From an optimization exercise on the open Yosys and OpenROAD flow, aimed at small area; shortcuts taken in it are not production practice.
In this exercise RTL edits were held to simulation tests only and were not proved equivalent to the original.
No activity file was given, so power comes from the tool's default toggle rates.

## stk_top
module stk_top (
  input wire logic                   i_clk
, input wire logic                   i_rst
, input wire logic                   i_cmd_vld
, input wire logic [1:0]             i_cmd_engid
, input wire logic                   i_cmd_opcode
, input wire logic [32-1:0]  i_cmd_dat
, output logic                       o_rsp_vld
, output logic [1:0]                 o_rsp_engid
, output logic [1:0]                 o_rsp_status
, output logic                       o_rsp_dat_vld
, output logic [32-1:0]      o_rsp_dat
);
export LEC_CHECK = 0
export CAP_MARGIN = 15
export CORE_MARGIN = 2
export CORE_UTILIZATION = 55
export CTS_BUF_LIST = sky130_fd_sc_hd__clkbuf_16
export CTS_CLUSTER_DIAMETER = 60
export CTS_CLUSTER_SIZE = 25
export PLACE_DENSITY = 0.7
export SLEW_MARGIN = 15
export SYNTH_HIERARCHICAL = 1
export SYNTH_MINIMUM_KEEP_SIZE = 0
create_clock -name core_clock -period 6.0 [get_ports {i_clk}]
standard.sh (not shown) runs the stock make flow with config.mk's settings and CLKGATE_MAP_FILE= SYNTH_SCRIPT=/design/flow/synth_recipe.tcl, a recipe that flattens the netlist after the stock synthesis.
==> flow/flow/run.sh <==
#!/bin/bash
set -o pipefail
export CTS_ARGS="-sink_clustering_enable -repair_clock_nets -sink_clustering_size 25 -sink_clustering_max_diameter 60 -buf_list sky130_fd_sc_hd__clkbuf_16 -dont_use_dummy_load"
bash standard.sh finish > standard_flow.log 2>&1
The starting point produced a clean layout.
Edit:
==> flow/run.sh (new file) <==
#!/bin/bash
# synth_recipe.tcl (not shown) runs the flow's synth.tcl, then flattens the netlist and writes it again
# the make line also repeats each setting of config.mk as NAME=value (left out here)
make -C /OpenROAD-flow-scripts/flow DESIGN_CONFIG=/design/flow/config.mk WORK_HOME=/design/flow/orfs CLKGATE_MAP_FILE= SYNTH_SCRIPT=/design/flow/synth_recipe.tcl finish
--- a/flow/config.mk
+++ b/flow/config.mk
@@ -7,3 +7,3 @@
 export LEC_CHECK = 0
-export CAP_MARGIN = 15
+export CAP_MARGIN = 5
 export CORE_MARGIN = 2
@@ -14,3 +14,3 @@
 export PLACE_DENSITY = 0.7
-export SLEW_MARGIN = 15
+export SLEW_MARGIN = 5
 export SYNTH_HIERARCHICAL = 1
removed: flow/flow/run.sh
removed: flow/standard.sh
What happened: The changed run went through all stages and came out clean. Total power goes up by about 5%. Setup slack gets worse by 0.17 ns. Worst hold slack hardly moves. Sequential power stays flat. Non-clock buffer count goes down by 7. Clock power goes up by 16%. Maximum frequency goes down by 3.9%. First-iteration DRC count goes up by 6.3%. Cell count goes up by 1.5%. Utilization goes up by 0.64 points.
Edit:
==> flow/config.mk (replaced) <==
export PLATFORM = sky130hd
export DESIGN_NAME = stk_top
export DESIGN_NICKNAME = stk_top
export VERILOG_FILES = /design/flow/design.v
export SDC_FILE = /design/flow/constraint.sdc
export NUM_CORES = 4
export LEC_CHECK = 0
export CAP_MARGIN = 20
export CORE_MARGIN = 2
export CORE_UTILIZATION = 40
export SLEW_MARGIN = 20
export SYNTH_HIERARCHICAL = 1
export SYNTH_MINIMUM_KEEP_SIZE = 0
What happened: The changed run completed without violations. Wire length rose by 5.2%. Clock power rose by 37%. Final area went up by 4.4%. Count of clock-buffer cells in the layout increases by 76. Hold slack hardly moves. Via count stays flat. Worst setup slack gains 0.070 ns.
Edit:
--- a/flow/config.mk
+++ b/flow/config.mk
@@ -9,3 +9,6 @@
 export CORE_MARGIN = 2
-export CORE_UTILIZATION = 40
+export CORE_UTILIZATION = 65
+export CTS_BUF_LIST = sky130_fd_sc_hd__clkbuf_4 sky130_fd_sc_hd__clkbuf_8
+export CTS_CLUSTER_SIZE = 30
+export PLACE_DENSITY = 0.75
 export SLEW_MARGIN = 20
After rerunning: The new run completed without violations; power fell by about 5.5%; clock skew is higher by 0.014 ns; setup slack improved by 0.012 ns; final cell count is lower by about 11%.
Edit:
==> flow/flow/run.sh (new file) <==
#!/bin/bash
set -o pipefail
export CTS_ARGS="-sink_clustering_enable -repair_clock_nets -sink_clustering_size 25 -sink_clustering_max_diameter 60 -buf_list sky130_fd_sc_hd__clkbuf_16 -dont_use_dummy_load"
export BUFFER_PORTS_ARGS="-buffer_cell sky130_fd_sc_hd__buf_1"
bash standard.sh finish > standard_flow.log 2>&1
==> flow/standard.sh (new file) <==
#!/bin/bash
# synth_recipe.tcl (not shown) runs the flow's synth.tcl, then flattens the netlist and writes it again
# the make line also repeats each setting of config.mk as NAME=value (left out here)
make -C /OpenROAD-flow-scripts/flow DESIGN_CONFIG=/design/flow/config.mk WORK_HOME=/design/flow/orfs CLKGATE_MAP_FILE= SYNTH_SCRIPT=/design/flow/synth_recipe.tcl "${@:-finish}"
==> flow/config.mk (replaced) <==
export PLATFORM = sky130hd
export DESIGN_NAME = stk_top
export DESIGN_NICKNAME = stk_top
export VERILOG_FILES = /design/flow/design.v
export SDC_FILE = /design/flow/constraint.sdc
export NUM_CORES = 4
export LEC_CHECK = 0
export CAP_MARGIN = 15
export CORE_MARGIN = 2
export CORE_UTILIZATION = 65
export CTS_BUF_LIST = sky130_fd_sc_hd__clkbuf_16
export CTS_CLUSTER_DIAMETER = 60
export CTS_CLUSTER_SIZE = 25
export PLACE_DENSITY = 0.78
export SLEW_MARGIN = 15
export SYNTH_HIERARCHICAL = 1
export SYNTH_MINIMUM_KEEP_SIZE = 0
removed: flow/run.sh
Via count goes down by 2.4%.
Synthesized area does not change.
Register-to-register slack gets better by 0.10 ns.
Combinational power goes down by 5.0%.
Maximum frequency goes up by 2.5%.
Power goes down by 13%.
Wire length goes down by 1.3%.
Edit:
==> flow/flow/run.sh (replaced) <==
#!/bin/bash
set -o pipefail
export CTS_ARGS="-sink_clustering_enable -repair_clock_nets -sink_clustering_size 25 -sink_clustering_max_diameter 60 -buf_list sky130_fd_sc_hd__clkbuf_16 -dont_use_dummy_load"
bash standard.sh finish > standard_flow.log 2>&1
- maximum frequency drops by a few percent
- critical path depth does not change
- via count drops slightly
- area after synthesis stays the same
- flip-flop and latch count does not change

* * *

Setup of job 7463:
The RTL this note starts from:
==> flow/design.v <==
`default_nettype none
package stk_mem_pkg;
  typedef logic [5-1:0] ptr_t;
  typedef logic [4-1:0] line_id_t;
  typedef logic [$clog2(2)-1:0] bankid_t;
  typedef logic [$clog2(4)-1:0] engid_t;
  typedef struct packed {
    line_id_t line;
    bankid_t  bank;
  } ptr_split_t;
  typedef union packed {
    ptr_t       flat;
    ptr_split_t split;
  } ptr_u;
endpackage : stk_mem_pkg
`default_nettype wire
`default_nettype none
package stk_uc_pkg;
  typedef enum logic {
    OPCODE_PUSH = 1'b0,
    OPCODE_POP  = 1'b1
  } opcode_t;
  typedef enum logic [1:0] {
    STATUS_OK    = 2'd0,
    STATUS_FULL  = 2'd1,
    STATUS_EMPTY = 2'd2
  } status_t;
endpackage : stk_uc_pkg
`default_nettype wire
`default_nettype none
`timescale 1ns/1ps
module stk_aoi3 (
  input wire logic [2:0] i_s
, input wire logic [2:0] i_d
, output logic           o_y
);
  assign o_y = !((i_s[0] && i_d[0]) || (i_s[1] && i_d[1]) || (i_s[2] && i_d[2]));
endmodule
module stk_aoi2 (
  input wire logic [1:0] i_s
, input wire logic [1:0] i_d
, output logic           o_y
);
  assign o_y = !((i_s[0] && i_d[0]) || (i_s[1] && i_d[1]));
endmodule
module stk_rd_bit (
  input wire logic [31:0] i_sel
, input wire logic [31:0] i_d
, output logic            o_q
);
  logic [10:0] g;
  for (genvar k = 0; k < 10; k++) begin : g_aoi3
    stk_aoi3 u_aoi (.i_s(i_sel[k*3 +: 3]), .i_d(i_d[k*3 +: 3]), .o_y(g[k]));
  end
  stk_aoi2 u_aoi2 (.i_s(i_sel[31:30]), .i_d(i_d[31:30]), .o_y(g[10]));
  assign o_q = !(&g);
endmodule
module stk_sram #(
  parameter int W = 32
) (
  input wire logic [31:0]     i_sel
, input wire logic [32*W-1:0] i_d
, output logic [W-1:0]        o_q
);
  for (genvar b = 0; b < W; b++) begin : g_bit
    logic [31:0] col;
    for (genvar i = 0; i < 32; i++) begin : g_col
      assign col[i] = i_d[i*W + b];
    end
    stk_rd_bit u_bit (.i_sel(i_sel), .i_d(col), .o_q(o_q[b]));
  end
endmodule
`default_nettype wire
`default_nettype none
`timescale 1ns/1ps
module stk_top (
  input wire logic                   i_clk
, input wire logic                   i_rst
, input wire logic                   i_cmd_vld
, input wire logic [1:0]             i_cmd_engid
, input wire logic                   i_cmd_opcode
, input wire logic [32-1:0]  i_cmd_dat
, output logic                       o_rsp_vld
, output logic [1:0]                 o_rsp_engid
, output logic [1:0]                 o_rsp_status
, output logic                       o_rsp_dat_vld
, output logic [32-1:0]      o_rsp_dat
);
  localparam int LINES_N = 32;
  localparam int ENGS_N  = 4;
  localparam int PW      = 5;
  localparam int DW      = 32;
  logic [DW-1:0] dat_mem [LINES_N];
  logic [PW-1:0] prv_mem [LINES_N];
  logic [LINES_N-1:0] used_r;
  logic [PW-1:0] head_r [ENGS_N];
  logic [ENGS_N-1:0] hvld_r;
  logic       a_vld, b_vld, c_vld, d_vld;
  logic [1:0] a_eng, b_eng, c_eng, d_eng;
  logic       a_pop, b_pop, c_pop, d_pop;
  logic       a_fail, b_fail, c_fail, d_fail;
  logic [PW-1:0] c_ptr;
  logic [DW-1:0] d_dat;
  logic [LINES_N-1:0] free_oh;
  logic [PW-1:0]      free_idx;
  logic               full;
  logic               push_ok;
  logic [LINES_N-1:0] wr_oh;
  logic [PW-1:0]      push_prv;
  logic seen;
  always_comb begin
    seen     = 1'b0;
    free_oh  = '0;
    for (int i = 0; i < LINES_N; i++) begin
      free_oh[i] = !used_r[i] && !seen;
      seen       = seen || !used_r[i];
    end
    free_idx = '0;
    for (int i = 0; i < LINES_N; i++) begin
      free_idx = free_idx | (free_oh[i] ? PW'(i) : PW'(0));
    end
  end
  assign full     = &used_r;
  assign push_ok  = i_cmd_vld && !i_cmd_opcode && !full;
  assign wr_oh    = push_ok ? free_oh : '0;
  assign push_prv = hvld_r[i_cmd_engid] ? head_r[i_cmd_engid] : free_idx;
  always_ff @(posedge i_clk) begin
    for (int i = 0; i < LINES_N; i++) begin
      if (wr_oh[i]) begin
        dat_mem[i] <= i_cmd_dat;
        prv_mem[i] <= push_prv;
      end
    end
  end
  logic [PW-1:0]      pop_head;
  logic [PW-1:0]      pop_prv;
  logic               pop_go;
  logic [LINES_N-1:0] pop_oh;
  assign pop_head = head_r[b_eng];
  assign pop_go   = b_vld && b_pop && hvld_r[b_eng];
  logic [LINES_N*PW-1:0] prv_flat;
  always_comb begin
    for (int i = 0; i < LINES_N; i++) begin
      pop_oh[i] = (pop_head == PW'(i));
      prv_flat[i*PW +: PW] = prv_mem[i];
    end
  end
  stk_sram #(.W(PW)) u_prv_rd (.i_sel(pop_oh), .i_d(prv_flat), .o_q(pop_prv));
  always_ff @(posedge i_clk) begin
    for (int e = 0; e < ENGS_N; e++) begin
      if (i_rst) begin
        hvld_r[e] <= 1'b0;
      end else if (push_ok && (i_cmd_engid == 2'(e))) begin
        hvld_r[e] <= 1'b1;
      end else if (pop_go && (b_eng == 2'(e))) begin
        hvld_r[e] <= (pop_prv != pop_head);
      end
      if (push_ok && (i_cmd_engid == 2'(e))) begin
        head_r[e] <= free_idx;
      end else if (pop_go && (b_eng == 2'(e))) begin
        head_r[e] <= pop_prv;
      end
    end
  end
  always_ff @(posedge i_clk) begin
    if (i_rst) begin
      used_r <= '0;
    end else begin
      used_r <= (used_r | wr_oh) & ~(pop_go ? pop_oh : '0);
    end
  end
  always_ff @(posedge i_clk) begin
    if (i_rst) begin
      a_vld <= 1'b0;
      b_vld <= 1'b0;
      c_vld <= 1'b0;
      d_vld <= 1'b0;
    end else begin
      a_vld <= i_cmd_vld;
      b_vld <= a_vld;
      c_vld <= b_vld;
      d_vld <= c_vld;
    end
  end
  always_ff @(posedge i_clk) begin
    a_eng  <= i_cmd_engid;
    a_pop  <= i_cmd_opcode;
    a_fail <= full;
    b_eng  <= a_eng;
    b_pop  <= a_pop;
    b_fail <= a_fail;
    c_eng  <= b_eng;
    c_pop  <= b_pop;
    c_fail <= b_pop ? !hvld_r[b_eng] : b_fail;
    c_ptr  <= pop_head;
    d_eng  <= c_eng;
    d_pop  <= c_pop;
    d_fail <= c_fail;
  end
  logic [DW-1:0] d_dat_nxt;
  logic [LINES_N-1:0] rd_oh;
  logic [LINES_N*DW-1:0] dat_flat;
  always_comb begin
    for (int i = 0; i < LINES_N; i++) begin
      rd_oh[i] = (c_ptr == PW'(i));
      dat_flat[i*DW +: DW] = dat_mem[i];
    end
  end
  stk_sram #(.W(DW)) u_dat_rd (.i_sel(rd_oh), .i_d(dat_flat), .o_q(d_dat_nxt));
  always_ff @(posedge i_clk) begin
    d_dat <= d_dat_nxt;
  end
  assign o_rsp_vld     = d_vld;
  assign o_rsp_engid   = d_eng;
  assign o_rsp_status  = {d_pop && d_fail, !d_pop && d_fail};
  assign o_rsp_dat_vld = d_pop && !d_fail;
  assign o_rsp_dat     = d_dat;
endmodule
`default_nettype wire
clock: 6.0 ns
lec_check: 0
cap_margin: 15
core_margin: 2
core_utilization: 65
cts_buf_list: sky130_fd_sc_hd__clkbuf_8
cts_cluster_diameter: 50
cts_cluster_size: 12
place_density: 0.78
slew_margin: 15
synth_hierarchical: 1
synth_minimum_keep_size: 0
==> flow/flow/run.sh <==
#!/bin/bash
set -o pipefail
export CTS_ARGS="-sink_clustering_enable -repair_clock_nets -sink_clustering_size 12 -sink_clustering_max_diameter 50 -buf_list sky130_fd_sc_hd__clkbuf_8 -dont_use_dummy_load"
export BUFFER_PORTS_ARGS="-buffer_cell sky130_fd_sc_hd__buf_1"
bash standard.sh finish > standard_flow.log 2>&1
Job 7463: flow completed, timing, DRC and antenna clean
Edits applied to the flow inputs when going from job 7463 to job 265:
- SLEW_MARGIN: 15 -> 5
- CTS_CLUSTER_SIZE: 12 -> 16
- CORE_UTILIZATION: 65 -> 55
- PLACE_DENSITY: 0.78 -> 0.7
- CAP_MARGIN: 15 -> 5
- CTS_CLUSTER_DIAMETER: 50 -> 60
==> flow/run.sh (new file) <==
#!/bin/bash
# synth_recipe.tcl (not shown) runs the flow's synth.tcl, then flattens the netlist and writes it again
# the make line also repeats each setting of config.mk as NAME=value (left out here)
make -C /OpenROAD-flow-scripts/flow DESIGN_CONFIG=/design/flow/config.mk WORK_HOME=/design/flow/orfs CLKGATE_MAP_FILE= SYNTH_SCRIPT=/design/flow/synth_recipe.tcl finish
removed: flow/flow/run.sh
removed: flow/standard.sh
## What came out
Side by side, proportion of cell area occupied by multi-input gates turned out lower in job 265 than in job 7463.
The lower initial core utilization of job 265 and job 7463 is in job 265.
Changes observed in job 265 relative to job 7463: overall power after layout ~0 delta, share of power burned in combinational logic went up by 0.4 points, global-route usage now smaller, cell area after layout rose 0.86%.
Taking job 7463 over job 265, the width of the die ratio works out to 0.921.
[job 265 vs job 7463] length of routed met2 wiring: higher in job 265
Compared job 265 vs job 7463, and total clock buffers created by CTS is down in job 265.
Here is what was changed in the inputs of job 8993 compared with job 265.
- swapping 16 for 25 in CTS_CLUSTER_SIZE
- swapping 5 for 15 in CAP_MARGIN
- swapping 5 for 15 in SLEW_MARGIN
- swapping sky130_fd_sc_hd__clkbuf_8 for sky130_fd_sc_hd__clkbuf_16 in CTS_BUF_LIST
==> flow/flow/run.sh (new file) <==
#!/bin/bash
set -o pipefail
export CTS_ARGS="-sink_clustering_enable -repair_clock_nets -sink_clustering_size 25 -sink_clustering_max_diameter 60 -buf_list sky130_fd_sc_hd__clkbuf_16 -dont_use_dummy_load"
export BUFFER_PORTS_ARGS="-buffer_cell sky130_fd_sc_hd__buf_1"
bash standard.sh finish > standard_flow.log 2>&1
==> flow/standard.sh (new file) <==
#!/bin/bash
# synth_recipe.tcl (not shown) runs the flow's synth.tcl, then flattens the netlist and writes it again
# the make line also repeats each setting of config.mk as NAME=value (left out here)
make -C /OpenROAD-flow-scripts/flow DESIGN_CONFIG=/design/flow/config.mk WORK_HOME=/design/flow/orfs CLKGATE_MAP_FILE= SYNTH_SCRIPT=/design/flow/synth_recipe.tcl "${@:-finish}"
removed: flow/run.sh
Notes after the runs:
- Job 8993 vs. job 265: minimum hold slack now sits lower, static leakage now sits lower, initial antenna violation count now sits higher, part of the power in the clock network now sits higher.
- ~same number of different library cells in the post-synthesis netlist in job 8993 and job 265
- Compared with job 265, job 8993 shows a total CTS buffers that is 15 lower.
- In terms of maximum fanout along the worst path, job 8993 and job 265 differ only marginally.
- Compared with job 265, job 8993 shows a higher post-detailed-route via-to-cell ratio.
- Summary of job 8993 over job 265: fraction of registers with async set or reset after synthesis roughly the same; core utilization shows no meaningful change.

## afterwards: timing with drivers on the ports
No port has a modelled driver above. Below, the same layouts with a new extraction and two added sets of constraints. Step 1: set_driving_cell puts a clkbuf_16 on i_clk and a buf_2 on each other input, an assumption about the parent block. Step 2 also shifts input and output timing later by t, the mid clock arrival at the registers, as if the neighbouring blocks saw the same clock. Slacks: ideal ports / drivers / drivers and shift; pairs: ideal ports / drivers.
run | t, ns | setup WS [ns] | worst register clock-pin slew, ns | worst slew at a driven data input, ns | pins driven straight from the clock port
the first run of note 1 | 0.700 | 1.801 / 1.801 / 1.186 | 0.10 / 0.10 | 0.17 | 1
the second run of note 1 | 0.718 | 1.630 / 1.630 / 1.150 | 0.10 / 0.10 | 0.16 | 1
the third run of note 1 | 0.785 | 1.699 / 1.699 / 1.461 | 0.07 / 0.07 | 0.12 | 1
the fourth run of note 1 | 0.885 | 1.711 / 1.711 / 1.575 | 0.07 / 0.07 | 0.17 | 1
the fifth run of note 1 | 0.659 | 1.814 / 1.814 / 1.814 | 0.10 / 0.10 | 0.08 | 1
the sixth run of note 1 | 0.670 | 1.615 / 1.615 / 1.395 | 0.10 / 0.10 | 0.18 | 1
job 7463 | 0.763 | 1.811 / 1.811 / 1.811 | 0.08 / 0.08 | 0.08 | 1
job 265 | 0.801 | 1.740 / 1.740 / 1.155 | 0.12 / 0.12 | 0.16 | 1
job 8993 | 0.689 | 1.695 / 1.695 / 1.674 | 0.09 / 0.09 | 0.16 | 1
After both steps every run listed still meets setup and hold. For the first run of note 1, which loses most, drivers alone change the setup slack by 0.000 ns; drivers and shift together by -0.615 ns.
